What follows belongs to an exercise in optimizing a design on an open flow for small area and a short achievable clock period; a production flow would make more cautious choices.
No run shown here included a check of the RTL's function; only the layout flow was run.
Power and IR drop assume default switching activity.

## flow/design.v (module list and top-level ports; edited modules follow where they fit)
// module conv3x3_pe: 635 lines
// module csa_fa: 10 lines
module conv3x3_pe #(
    parameter int SHIFT = 4,
    parameter int ACC_W = 21
) (
    input  logic         clk,
    input  logic         rst,
    input  logic [7:0]   p00,
    input  logic [7:0]   p01,
    input  logic [7:0]   p02,
    input  logic [7:0]   p10,
    input  logic [7:0]   p11,
    input  logic [7:0]   p12,
    input  logic [7:0]   p20,
    input  logic [7:0]   p21,
    input  logic [7:0]   p22,
    input  logic         window_valid,
    input  logic         w_load,
    input  logic [3:0]   w_idx,
    input  logic [7:0]   w_data,
    output logic [7:0]   out_pixel,
    output logic         out_valid,
    output logic [15:0]  out_count
);
  // ...
==> flow/flow/run.sh <==
#!/bin/bash
# Own flow: the standard layout (standard.sh: the standard synthesis and
# ORFS steps, unchanged), except that the port buffers buffer_ports inserts
# during global placement are plain buf_1 cells instead of the default pick.
set -euo pipefail
export BUFFER_PORTS_ARGS="-buffer_cell sky130_fd_sc_hd__buf_1"
bash standard.sh > standard_flow.log 2>&1
==> flow/standard.sh <==
#!/bin/bash
# synth_recipe.tcl (not shown) runs the flow's synth.tcl, then flattens the netlist and writes it again
# the make line also repeats each setting of config.mk as NAME=value (left out here)
make -C /OpenROAD-flow-scripts/flow DESIGN_CONFIG=/design/flow/config.mk WORK_HOME=/design/flow/orfs CLKGATE_MAP_FILE= SYNTH_SCRIPT=/design/flow/synth_recipe.tcl "${@:-finish}"
==> flow/config.mk <==
export PLATFORM = sky130hd
export DESIGN_NAME = conv3x3_pe
export DESIGN_NICKNAME = conv3x3_pe
export VERILOG_FILES = /design/flow/design.v
export SDC_FILE = /design/flow/constraint.sdc
export NUM_CORES = 4
export LEC_CHECK = 0
export ABC_CLOCK_PERIOD_IN_PS = 2000
export CAP_MARGIN = 20
export CORE_MARGIN = 2
export CORE_UTILIZATION = 55
export CTS_CLUSTER_DIAMETER = 130
export CTS_CLUSTER_SIZE = 24
export PLACE_DENSITY = 0.7
export SETUP_SLACK_MARGIN = 2.3
export SLEW_MARGIN = 20
export SYNTH_HIERARCHICAL = 1
export SYNTH_MINIMUM_KEEP_SIZE = 0
==> flow/constraint.sdc <==
create_clock -name core_clock -period 5.5 [get_ports {clk}]
set_input_delay 1.1000 -clock core_clock [delete_from_list [all_inputs] [get_ports {clk}]]
set_output_delay 1.1000 -clock core_clock [all_outputs]
set_load 0.01 [all_outputs]
==> flow_metrics.env, run 1 <==
export IMPL_status="no timing/DRC/antenna violations"
export IMPL_top_usage_layer="met2"
export IMPL_power_share_switching_pct=43.7
export IMPL_cp_startpoint="kb_q[2][11]$_DFFE_PP_"
export IMPL_r2r_start="kb_q[2][11]$_DFFE_PP_"
export IMPL_endpoint="r2_q[24]$_DFF_P_"
export IMPL_synth_edf_count=116
export IMPL_synth_simple_area_share_pct=3.89
export IMPL_seq_area_um2=7980
export IMPL_reg_top3="kb_q x108, r2_q x87, px_q x72"
export IMPL_crit_chain="buf_12 > fa_2 > fa_2 > fa_2 > fa_1 > fa_1"
export IMPL_clockBufferDepth=3
export IMPL_inverters=59
export IMPL_synth_distinct_cells=41
export IMPL_antenna_found_initial=1
export IMPL_insertion_delay_ps=560
export IMPL_wl_per_cell_um=28.9
export IMPL_clkTransAtPathRegs_ps=110
export IMPL_synth_top_family_by_area="adder cells"
export IMPL_grt_use_met1_pct=45.9
export IMPL_cp_arrival_ps=3710
export IMPL_relSlewSlack_pct=20.4
export IMPL_timing_final_crit_share_pct=59.4
export IMPL_n_tap_cell=539
export IMPL_layout_nonclk_buf_share_pct=5.78
export IMPL_use_met3_pct=4.88
export IMPL_multi_input_area_share_pct=57.7
export IMPL_grtUsageTotal_pct=33.1
export IMPL_hold_path_class="reg2reg"
export IMPL_cts_root_buf="clkbuf_16"
export IMPL_port_buffers=112
export IMPL_reg2regPathDepth=6
export IMPL_post_route_util_pct=61.6
export IMPL_cts_resized_gates=65
export IMPL_fin_area_um2=25800
export IMPL_crit_fanout=8
export IMPL_rsz0062_at_grt="yes"
export IMPL_tns_ps=0
export IMPL_crit_slowest_cell="fa_2"
export IMPL_synth_area_leaders="fa_1 33%, dfxtp_1 19%, edfxtp_1 15%"
export IMPL_drv_cap=0
export IMPL_ant_nets=0
export IMPL_hp_start="v1_q$_SDFF_PP0_"
export IMPL_final_nets=2409
==> inputs of run 2 (changes only) <==
--- a/flow/design.v
+++ b/flow/design.v
@@ -106,25 +106,26 @@
             b1 = wd_q[2*m+1];
             b0 = wd_q[2*m];
             bm = (m == 0) ? 1'b0 : wd_q[2*m-1];
             wenc[3*m]   = b0 ^ bm;
             wenc[3*m+1] = (b1 & ~b0 & ~bm) | (~b1 & b0 & bm);
             wenc[3*m+2] = b1 & ~(b0 & bm);
         end
     end
-    logic [11:0] wenc_r, wenc_r4;
-    logic [7:0]  wd_r;
-    assign wenc_r  = rst ? 12'h000 : wenc;
-    assign wenc_r4 = rst ? 12'h040 : wenc;
-    assign wd_r    = rst ? 8'h00 : wd_q;
     always_ff @(posedge clk) begin
-        for (int i = 0; i < 9; i++)
-            if (rst || (wl_q && wi_q == 4'(i))) kb_q[i] <= (i == 4) ? wenc_r4 : wenc_r;
-        if (rst || (wl_q && wi_q == 4'd9)) bias_q <= wd_r;
+        if (rst) begin
+            for (int i = 0; i < 9; i++) kb_q[i] <= '0;
+            kb_q[4] <= 12'h040;
+            bias_q  <= '0;
+        end else begin
+            for (int i = 0; i < 9; i++)
+                if (wl_q && wi_q == 4'(i)) kb_q[i] <= wenc;
+            if (wl_q && wi_q == 4'd9) bias_q <= wd_q;
+        end
     end
     csa_fa u_t1 (.a(kb_q[0][2]), .b(kb_q[1][2]), .c(kb_q[2][2]), .s(t1), .co(t2));
     csa_fa u_t3 (.a(kb_q[3][2]), .b(kb_q[4][2]), .c(kb_q[5][2]), .s(t3), .co(t4));
     csa_fa u_t5 (.a(kb_q[6][2]), .b(kb_q[7][2]), .c(kb_q[8][2]), .s(t5), .co(t6));
     csa_fa u_t7 (.a(bias_q[0]), .b((((kb_q[0][0] & px_q[0][0])) ^ kb_q[0][2])), .c((((kb_q[1][0] & px_q[1][0])) ^ kb_q[1][2])), .s(t7), .co(t8));
     csa_fa u_t9 (.a((((kb_q[2][0] & px_q[2][0])) ^ kb_q[2][2])), .b((((kb_q[3][0] & px_q[3][0])) ^ kb_q[3][2])), .c((((kb_q[4][0] & px_q[4][0])) ^ kb_q[4][2])), .s(t9), .co(t10));
     csa_fa u_t11 (.a((((kb_q[5][0] & px_q[5][0])) ^ kb_q[5][2])), .b((((kb_q[6][0] & px_q[6][0])) ^ kb_q[6][2])), .c((((kb_q[7][0] & px_q[7][0])) ^ kb_q[7][2])), .s(t11), .co(t12));
     csa_fa u_t13 (.a((((kb_q[8][0] & px_q[8][0])) ^ kb_q[8][2])), .b(t1), .c(t3), .s(t13), .co(t14));
@@ -593,48 +594,44 @@
         r2_q[88] <= t638;
     end
     assign acc_a = {1'b1, r2_q[88], t759, t756, t750, t744, t736, t726, t714, t713, t688, t687, t666, t665, t657, t649, t643, t639, r2_q[1], r2_q[0]};
     assign acc_b = {1'b0, t760, 1'b0, t757, t755, t749, t743, t735, t725, 1'b0, t699, 1'b0, t675, 1'b0, 1'b0, 1'b0, 1'b0, 1'b0, 1'b0, 1'b0};
     logic [19:0] na, nb;
     logic [11:0] lo;
     logic [6:0]  lo_q;
     logic        c11_q;
-    logic [8:0]  ht_q;
-    logic [7:0]  hu_q, hw_q;
-    logic [8:0]  cy;
+    logic [8:0]  hx_q, hy_q, ht, hs;
     logic        zz, mm, ok;
     assign na = acc_a;
     assign nb = acc_b;
     assign lo = {1'b0, na[10:0]} + {1'b0, nb[10:0]};
     always_ff @(posedge clk) begin
         if (rst) begin
             lo_q  <= '0;
             c11_q <= 1'b0;
-            ht_q  <= '0;
-            hu_q  <= '0;
-            hw_q  <= '0;
+            hx_q  <= '0;
+            hy_q  <= '0;
             cnt_q <= '0;
         end else if (v2_q) begin
             lo_q  <= lo[10:4];
             c11_q <= lo[11];
-            ht_q  <= na[19:11] ^ nb[19:11];
-            hu_q  <= na[18:11] | nb[18:11];
-            hw_q  <= na[18:11] & nb[18:11];
+            hx_q  <= na[19:11];
+            hy_q  <= nb[19:11];
             cnt_q <= cnt_q + 16'd1;
         end
     end
-    assign zz = &(ht_q ~^ {hu_q, c11_q});
-    assign mm = &(ht_q ^ {hw_q, c11_q});
+    assign ht = hx_q ^ hy_q;
+    assign zz = &(ht ~^ {hx_q[7:0] | hy_q[7:0], c11_q});
+    assign mm = &(ht ^ {hx_q[7:0] & hy_q[7:0], c11_q});
     assign ok = zz || mm;
-    always_comb begin
-        cy[0] = c11_q;
-        for (int i = 0; i < 8; i++) cy[i+1] = hw_q[i] | (ht_q[i] & cy[i]);
-    end
-    assign out_pixel = ok ? {ht_q[0] ^ c11_q, lo_q} : ((ht_q[8] ^ cy[8]) ? 8'h80 : 8'h7f);
+    logic [9:0] hsum;
+    assign hsum = {hx_q, 1'b1} + {hy_q, c11_q};
+    assign hs = hsum[9:1];
+    assign out_pixel = ok ? {hs[0], lo_q} : (hs[8] ? 8'h80 : 8'h7f);
     assign out_valid = v3_q;
     assign out_count = cnt_q;
 endmodule
 module csa_fa (
     input  logic a,
     input  logic b,
     input  logic c,
     output logic s,
==> flow/config.mk (replaced) <==
export PLATFORM = sky130hd
export DESIGN_NAME = conv3x3_pe
export DESIGN_NICKNAME = conv3x3_pe
export VERILOG_FILES = /design/flow/design.v
export SDC_FILE = /design/flow/constraint.sdc
export NUM_CORES = 4
export LEC_CHECK = 0
export ABC_CLOCK_PERIOD_IN_PS = 2000
export CAP_MARGIN = 20
export CORE_MARGIN = 2
export CORE_UTILIZATION = 55
export CTS_CLUSTER_DIAMETER = 120
export CTS_CLUSTER_SIZE = 20
export PLACE_DENSITY = 0.7
export SETUP_SLACK_MARGIN = 2.1
export SLEW_MARGIN = 20
export SYNTH_HIERARCHICAL = 1
export SYNTH_MINIMUM_KEEP_SIZE = 0
==> run 2 against run 1 <==
Still clean on timing, DRC and antenna. Sequential share of layout area fell by 3.7 points. Cell count increased by 5.9%. Non-clock buffer count shrank 90. Synthesized cell count increased by 15%. First-iteration DRC count up 1.4%. Core utilization is 2.8 points lower. Clock power up 3%. Sequential power decreased by 27%. Combinational power down 92%. Critical path depth increased by 2. Maximum frequency decreased by 7.6%. Area after synthesis up 0.73%. Critical endpoint is now out_pixel[2]. Largest cell class unchanged.
==> flow_metrics.env, run 2 <==
export IMPL_largest_reg_flops=108
export IMPL_crit_family="simple AND/OR/NAND/NOR gates"
export IMPL_use_met3_pct=5.23
export IMPL_hpwl_um=58400
export IMPL_rows=75
export IMPL_reg_top3="kb_q x108, r2_q x87, px_q x72"
export IMPL_drv_cap=0
export IMPL_fill_cells=3548
export IMPL_setup_viol=0
export IMPL_grt_use_met1_pct=47.2
export IMPL_grtUsageTotal_pct=33.5
export IMPL_critical_path_max_stage_delay_ps=380
export IMPL_crit_fanout=7
export IMPL_dp_slack_ps=1800
export IMPL_htreeDepth=1
export IMPL_p_leak_nw=9.33
export IMPL_cp_arrival_ps=2440
export IMPL_synth_area_leaders="fa_1 33%, dfxtp_1 28%, xnor2_1 13%"
export IMPL_numCtsBuffers=20
export IMPL_num_vias=15810
export IMPL_grt_pass1_wl_um=107000
export IMPL_gp_congestion=1.05
export IMPL_synthToLayoutAreaGrowth_pct=5.37
export IMPL_synth_adder_area_share_pct=34.0
export IMPL_ys_warn_count=11
export IMPL_cp_num_buf_inv=2
export IMPL_stdcell_count=2614
export IMPL_overflow=0
export IMPL_crit_slowest_cell="dfxtp_4"
export IMPL_timing_final_crit_share_pct=64.3
export IMPL_cp_startpoint="hx_q[5]$_SDFFE_PP0P_"
export IMPL_path_class="reg2out"
export IMPL_ys_seq_area_share_pct=28.3
export IMPL_slew_viol_final=0
export IMPL_fin_skew_ps=38.6
export IMPL_drtPass1Iterations=6
export IMPL_drive_above_1_share_pct=6.99
export IMPL_synth_top_family_by_area="adder cells"
export IMPL_postSynthAreaPerCell_um2=10.9
export IMPL_synth_top_cell_area_share_pct=32.8
export IMPL_drc_errors=0
export IMPL_hold_viol_final=0
export IMPL_final_nets=2566
export IMPL_yosysTopAreaCell="fa_1"
export IMPL_cts_root_buf="clkbuf_16"
export IMPL_synth_commonest_cells="383 x fa_1, 339 x xnor2_1, 331 x dfxtp_1"
export IMPL_synth_main_ff_cell="dfxtp_1"
export IMPL_synth_compound_area_share_pct=10.5
export IMPL_wl_per_cell_um=27.9
export IMPL_synth_edf_count=0
export IMPL_grt_pass1_vias=15925
export IMPL_timing_hold_ws_ps=454
export IMPL_top_usage_layer="met2"
export IMPL_dieHeight_um=210
export IMPL_use_met2_pct=52.8
export IMPL_hp_start="v1_q$_SDFF_PP0_"
export IMPL_grt_max_degree=77
export IMPL_clock_sinks=331
export IMPL_clockBufferDepth=3
export IMPL_setup_slack_ps=1960
export IMPL_worst_slew_pin_slew_ps=1200
export IMPL_multi_input_area_um2=15900
export IMPL_rsz0062_at_grt="yes"
export IMPL_dp_cells=2577
export IMPL_synth_xor_area_share_pct=13.2
export IMPL_port_buffers=112
export IMPL_cts_tree="built"
export IMPL_top_register="kb_q"
export IMPL_mostFrequentLayoutCells="379 x fa_1, 338 x xnor2_1, 281 x dfxtp_1, 252 x a22oi_1, 187 x nand2_1"
export IMPL_fmax_ghz=0.283
export IMPL_netlist_area_um2=23400
export IMPL_insertion_delay_ps=570
export IMPL_status="no timing/DRC/antenna violations"
export IMPL_routed_via_density=6.05
export IMPL_seq_area_um2=6720
export IMPL_num_io_pins=113
export IMPL_die_area_um2=44200
export IMPL_cp_required_ps=4400
export IMPL_period_needed_ps=3540
export IMPL_synthMuxAreaShare_pct=2.74
export IMPL_synth_distinct_cells=45
export IMPL_ir_drop_mv=0.211
export IMPL_core_area_um2=41900
export IMPL_drt_iter0_drc=1618
export IMPL_power_density_cell_area_nw_per_um2=209
export IMPL_yosysMostFrequentCell="fa_1"
export IMPL_cp_start_kind="flip-flop"
export IMPL_synthCells=2142
export IMPL_r2r_start="kb_q[8][8]$_SDFFE_PP0P_"
export IMPL_synth_simple_area_share_pct=6.54
export IMPL_wl_um=72900
export IMPL_ant_nets=0
export IMPL_antenna_found_initial=0
export IMPL_clkTransAtPathRegs_ps=80
export IMPL_tns_ps=0
export IMPL_synth_seq_cells=331
export IMPL_synth_async_reset_ratio_pct=0
export IMPL_relSlewSlack_pct=19.9
export IMPL_final_common_cell="fa_1"
export IMPL_hold_path_class="reg2reg"
export IMPL_start_util_pct=55.8
export IMPL_die_w_um=210
export IMPL_endpoint_kind="primary output"
export IMPL_crit_chain="inv_1 > ha_1 > xor2_1 > nand4_1 > nor4b_4 > nor2_4 > mux2i_1 > buf_2"
export IMPL_total_power_mw=5.15
## run 2: cell types whose count changed in the layout (fill, tap and decap cells not counted), sizes merged, moves of 21 or more
| cell | previous run | this run |
|---|---|---|
| nor2 | 57 | 111 |
| buf | 222 | 132 |
| a21oi | 11 | 63 |
| nand2 | 83 | 187 |
| dfxtp | 222 | 331 |
| edfxtp | 116 | 0 |
| nor2b | 29 | 8 |
| mux2i | 29 | 64 |
## run 2: where the power goes
group	total [mW]	switching, mW	internal, mW
logic	0.965	0.514	0.451
clock network	1.52	0.840	0.683
registers	2.66	0.163	2.50
## run 2: final cells by class
type | count | area share [%]
clock buffers | 21 | 2.13
inverters | 62 | 0.944
flip-flops and latches | 331 | 27.3
diodes | 1 | 0.0102
multi-input cells | 1525 | 64.4
repair buffers | 133 | 2.44
well taps | 539 | 2.74
clock inverters | 2 | 0.0558
## run 2: cell families (layout without fill, tap and decap cells)
kind of cell             Yosys count  count (layout)
AO/OA/AOI/OAI                    348             348
XOR/XNOR                         352             352
adder cells (fa/ha/maj)          405             405
buffers and inverters            289             218
flip-flops                       331             331
multiplexers                      64              64
other                              1               5
AND/OR/NAND/NOR                  352             352
## run 2: path summary, 6_finish.rpt
kind | endpoint | slack [ps] | cells past startpoint
max reg2reg | r2_q[88]$_DFF_P_ | 2160 | 6
min reg2reg | v2_q$_SDFF_PP0_ | 450 | 1
min | v2_q$_SDFF_PP0_ | 450 | 1
max | out_pixel[2] | 1960 | 8
## run 2: stage by stage
stage          area, um^2  util, %
2_1_floorplan       23400        -
3_3_place_gp        23700     56.5
3_5_place_dp        23700     56.5
4_1_cts             24400     58.2
5_1_grt             24600     58.8
6_report            24600     58.8
## run 2: routing by layer
layer	part of all wire, %	wire length (um)	vias to the layer above
li1	-	-	6782
met1	41	30100	8106
met2	46	33500	799
met3	8.1	5910	123
met4	4.6	3380	0
met5	0	0	-
## run 2: Yosys stat by module (local to each module, per instance)
module,cell area [um^2],cells inside,flops+latches,times used
conv3x3_pe,15800,1762,331,1
csa_fa,20.0,1,0,380
## run 2: worst register-to-register path: cells and delay by family (launching register included)
family,cells,cell delay [ps]
fa+ha+maj,5,2220
flops,1,780
buf+inv,1,140
## run 2: timing repair
action,4_1_cts,5_1_grt
gates cloned,0,0
hold buffers,0,0
buffers inserted,1,12
pin swaps,11,13
resized for setup,69,34
endpoints found under the setup margin,26,23

==> what the ideal ports hide <==
The flow's constraints put no driver on any port. The routed layouts listed below were extracted and timed again, unchanged, in two steps.
Step 1: set_driving_cell puts a clkbuf_16 on clk and a buf_2 on each other input, an assumption about the parent block.
Step 2 moves the port delays by t, midway between the first and last clock arrival at a register: inputs arrive t later, outputs are due t later. That takes back most of the time a late clock gives input paths.
Three values: no drivers, after step 1, after step 2; two values: the first two.
run | shift t [ns] | slack for setup (ns) | worst setup path after step 2 | slew at the worst register clock pin (ns)
run 1 | 0.601 | 2.231 / 2.231 / 2.231 | register to register | 0.11 / 0.11
run 2 | 0.607 | 1.961 / 1.902 / 2.163 | register to register | 0.10 / 0.10
After both steps every run listed still meets setup and hold.
